Source: an optimization exercise on an open RTL-to-GDS flow (aim: small area and a short achievable clock period). Production flows keep margins and buffers that such runs may drop. Only simulation tests tie the RTL to the original design; equivalence was not proved. Power and IR drop assume default switching activity.

// multi_channel_snooper
module multi_channel_snooper
#(
    parameter int NUM_CH      = 4,
    parameter int TDATA_WIDTH = 512,
    parameter int TKEEP_WIDTH = TDATA_WIDTH / 8,
    parameter int CNT_WIDTH   = 20
) (
    input  logic                          clk,
    input  logic                          areset,
    input  logic [NUM_CH*TKEEP_WIDTH-1:0] mon_TKEEP,
    input  logic [NUM_CH-1:0]             mon_TVALID,
    input  logic [NUM_CH-1:0]             mon_TREADY,
    input  logic [NUM_CH-1:0]             mon_TLAST,
    input  logic [NUM_CH-1:0]             ch_enable,
    input  logic                          measure,
    output logic [63:0]                   report_TDATA,
    output logic [7:0]                    report_TKEEP,
    output logic                          report_TVALID,
    input  logic                          report_TREADY,
    output logic                          report_TLAST,
    output logic                          busy,
    output logic [NUM_CH*CNT_WIDTH-1:0]   pkt_size,
    output logic [NUM_CH-1:0]             pkt_size_valid,
    output logic                          measure_sync_out
);
make LEC_CHECK=0 CAP_MARGIN=20 CORE_MARGIN=2 CORE_UTILIZATION=65 CTS_BUF_LIST=sky130_fd_sc_hd__clkbuf_8 SLEW_MARGIN=20 finish   # period 14.0 ns
run.sh (not shown) runs the stock make flow with config.mk's settings and CLKGATE_MAP_FILE= SYNTH_SCRIPT=/design/flow/synth_recipe.tcl, a recipe that flattens the netlist after the stock synthesis.
Then changed:
- CORE_UTILIZATION: 65 -> 40
- CTS_BUF_LIST: sky130_fd_sc_hd__clkbuf_8 -> not set
Result:
- The new run went through all stages and came out clean
- worst setup slack is worse by 0.012 ns
- first-iteration DRC count shrinks by a quarter to a third
- hold slack got worse by 0.016 ns
- cell area rose slightly
- via count goes down by a little under a tenth
- clock-buffer cell count shrinks by 32
- clock power came out higher by about a fifth
- flip-flop and latch count does not change
- combinational power came out lower by a few percent
- wire length went down by a few percent
- final cell count rose by a little under a tenth

* * *

multi_channel_snooper, a different RTL version from the one above (not shown whole).
Size: ~3400 cells after synthesis, roughly 440 I/O pins.
Settings: LEC_CHECK=0, CAP_MARGIN=20, CORE_MARGIN=2, CORE_UTILIZATION=40, SLEW_MARGIN=20; clock period 14.0 ns.
standard.sh (not shown) runs the stock make flow with config.mk's settings and CLKGATE_MAP_FILE= SYNTH_SCRIPT=/design/flow/synth_recipe.tcl, a recipe that flattens the netlist after the stock synthesis.
==> flow/flow/run.sh <==
#!/bin/bash
# Layout flow: the standard layout (standard synthesis unchanged), with the port buffers
# made from a small buffer instead of the resizer's default delay cell, timing repair aiming
# for a setup slack of 8 ns at the design's clock, and a leaner clock tree. Every tool's
# output goes to a log file in this folder; ORFS keeps its per-step logs under orfs/logs/.
set -euo pipefail
bash standard.sh synth > synth.log 2>&1
bash standard.sh "BUFFER_PORTS_ARGS=-buffer_cell sky130_fd_sc_hd__buf_1" SETUP_SLACK_MARGIN=8.6 \
    "CTS_ARGS=-sink_clustering_enable -repair_clock_nets -dont_use_dummy_load -sink_clustering_size 24 -sink_clustering_max_diameter 120" finish > layout.log 2>&1
The baseline went through all stages and came out clean.
Change:
--- a/flow/flow/run.sh
+++ b/flow/flow/run.sh
@@ -6,4 +6,4 @@
 set -euo pipefail
 bash standard.sh synth > synth.log 2>&1
-bash standard.sh "BUFFER_PORTS_ARGS=-buffer_cell sky130_fd_sc_hd__buf_1" SETUP_SLACK_MARGIN=8.6 \
+bash standard.sh "BUFFER_PORTS_ARGS=-buffer_cell sky130_fd_sc_hd__buf_1" \
     "CTS_ARGS=-sink_clustering_enable -repair_clock_nets -dont_use_dummy_load -sink_clustering_size 24 -sink_clustering_max_diameter 120" finish > layout.log 2>&1
Result:
- setup slack got worse by 0.91 ns
- total power drops by 15%
- count of clock-buffer cells in the layout goes down by 1
- critical path depth shrinks by 4
- sequential power hardly moves
- routed wire length decreases by 8.2%
Change:
--- a/flow/flow/run.sh
+++ b/flow/flow/run.sh
@@ -6,4 +6,4 @@
 set -euo pipefail
 bash standard.sh synth > synth.log 2>&1
-bash standard.sh "BUFFER_PORTS_ARGS=-buffer_cell sky130_fd_sc_hd__buf_1" \
-    "CTS_ARGS=-sink_clustering_enable -repair_clock_nets -dont_use_dummy_load -sink_clustering_size 24 -sink_clustering_max_diameter 120" finish > layout.log 2>&1
+bash standard.sh "BUFFER_PORTS_ARGS=-buffer_cell sky130_fd_sc_hd__buf_1" SETUP_SLACK_MARGIN=8 \
+    "CTS_ARGS=-sink_clustering_enable -repair_clock_nets -dont_use_dummy_load -sink_clustering_size 28 -sink_clustering_max_diameter 110" finish > layout.log 2>&1
After rerunning: The new run finished with timing, DRC and antenna clean. Critical path depth falls by 1. Final area rises by a few percent. Routed wire length rises slightly. Clock power falls slightly. Sequential share of layout area falls by 1.2 points. Worst setup slack gets better by 0.85 ns. Total power rises by a few percent. Hold slack gets better by 0.0032 ns. Die area does not change.
Change:
--- a/flow/flow/run.sh
+++ b/flow/flow/run.sh
@@ -7,3 +7,3 @@
 bash standard.sh synth > synth.log 2>&1
 bash standard.sh "BUFFER_PORTS_ARGS=-buffer_cell sky130_fd_sc_hd__buf_1" SETUP_SLACK_MARGIN=8 \
-    "CTS_ARGS=-sink_clustering_enable -repair_clock_nets -dont_use_dummy_load -sink_clustering_size 28 -sink_clustering_max_diameter 110" finish > layout.log 2>&1
+    "CTS_ARGS=-sink_clustering_enable -repair_clock_nets -dont_use_dummy_load -sink_clustering_size 24 -sink_clustering_max_diameter 120" finish > layout.log 2>&1
Settings changed: CORE_UTILIZATION 40 to 60.
Clock skew went up by 0.022 ns.
Global-route usage is higher by 11 points.
Sequential share of layout area is higher by 0.69 points.
Sequential power is about the same.
Worst setup slack degrades by 0.034 ns.
Change:
--- a/flow/flow/run.sh
+++ b/flow/flow/run.sh
@@ -6,4 +6,4 @@
 set -euo pipefail
 bash standard.sh synth > synth.log 2>&1
-bash standard.sh "BUFFER_PORTS_ARGS=-buffer_cell sky130_fd_sc_hd__buf_1" SETUP_SLACK_MARGIN=8 \
+bash standard.sh "BUFFER_PORTS_ARGS=-buffer_cell sky130_fd_sc_hd__buf_1" SETUP_SLACK_MARGIN=7.8 \
     "CTS_ARGS=-sink_clustering_enable -repair_clock_nets -dont_use_dummy_load -sink_clustering_size 24 -sink_clustering_max_diameter 120" finish > layout.log 2>&1
Settings changed: CORE_UTILIZATION 60 to 40.
After rerunning: The changed run passed the timing, design-rule and antenna checks; total power went down by 5.0%; setup slack got worse by 0.16 ns; global-route usage came out lower by 11 points; maximum frequency went down by 2.5%; wire length came out higher by 2.6%; final cell count went up by 8.0%.
Change:
--- a/flow/flow/run.sh
+++ b/flow/flow/run.sh
@@ -6,4 +6,4 @@
 set -euo pipefail
 bash standard.sh synth > synth.log 2>&1
-bash standard.sh "BUFFER_PORTS_ARGS=-buffer_cell sky130_fd_sc_hd__buf_1" SETUP_SLACK_MARGIN=7.8 \
+bash standard.sh "BUFFER_PORTS_ARGS=-buffer_cell sky130_fd_sc_hd__buf_1" SETUP_SLACK_MARGIN=8.6 TNS_END_PERCENT=5 \
     "CTS_ARGS=-sink_clustering_enable -repair_clock_nets -dont_use_dummy_load -sink_clustering_size 24 -sink_clustering_max_diameter 120" finish > layout.log 2>&1
Design area climbs by 2.3%.
Clock-buffer cell count does not change.
Routed wire length climbs by 1.3%.
Clock skew drops by 0.020 ns.
Worst hold slack improves by 0.0062 ns.
Register-to-register slack improves by 0.08 ns.
Maximum frequency climbs by 4.6%.
Synthesized cell count does not change.

==> re-timing with driven ports <==
The results above use ideal ports. As a check the final layouts listed here were re-extracted and re-timed, cells and wires unchanged.
Step 1 assumes that a clkbuf_16 drives the clock port and a buf_2 every other input.
Step 2, shift: input delay + t, output delay - t, t = (earliest + latest rising clock arrival at the registers) / 2. This alone moves slack from input paths to output paths.
Three values: ideal ports, drivers, drivers and shift; two values: the first two.
run	shift t [ns]	setup WS [ns]	clock arrival spread, ns	worst data-port slew with drivers (ns)
the first run of note 1	0.760	6.677 / 6.613 / 6.443	0.054 / 0.053	0.10
the second run of note 1	0.714	6.664 / 6.594 / 6.550	0.025 / 0.025	0.06
the first run of note 2	0.681	8.075 / 8.050 / 7.438	0.084 / 0.084	0.08
the second run of note 2	0.672	7.163 / 7.092 / 7.353	0.043 / 0.043	0.06
the third run of note 2	0.663	8.011 / 7.944 / 7.417	0.046 / 0.045	0.08
the fourth run of note 2	0.643	7.977 / 7.991 / 7.348	0.066 / 0.067	0.09
the fifth run of note 2	0.667	7.822 / 7.757 / 7.428	0.056 / 0.056	0.09
the sixth run of note 2	0.664	8.092 / 8.055 / 7.441	0.038 / 0.038	0.09
After both steps every run listed still meets setup and hold. The setup slack of the sixth run of note 2, which loses most, moves by -0.037 ns with the drivers and by -0.651 ns with both steps.
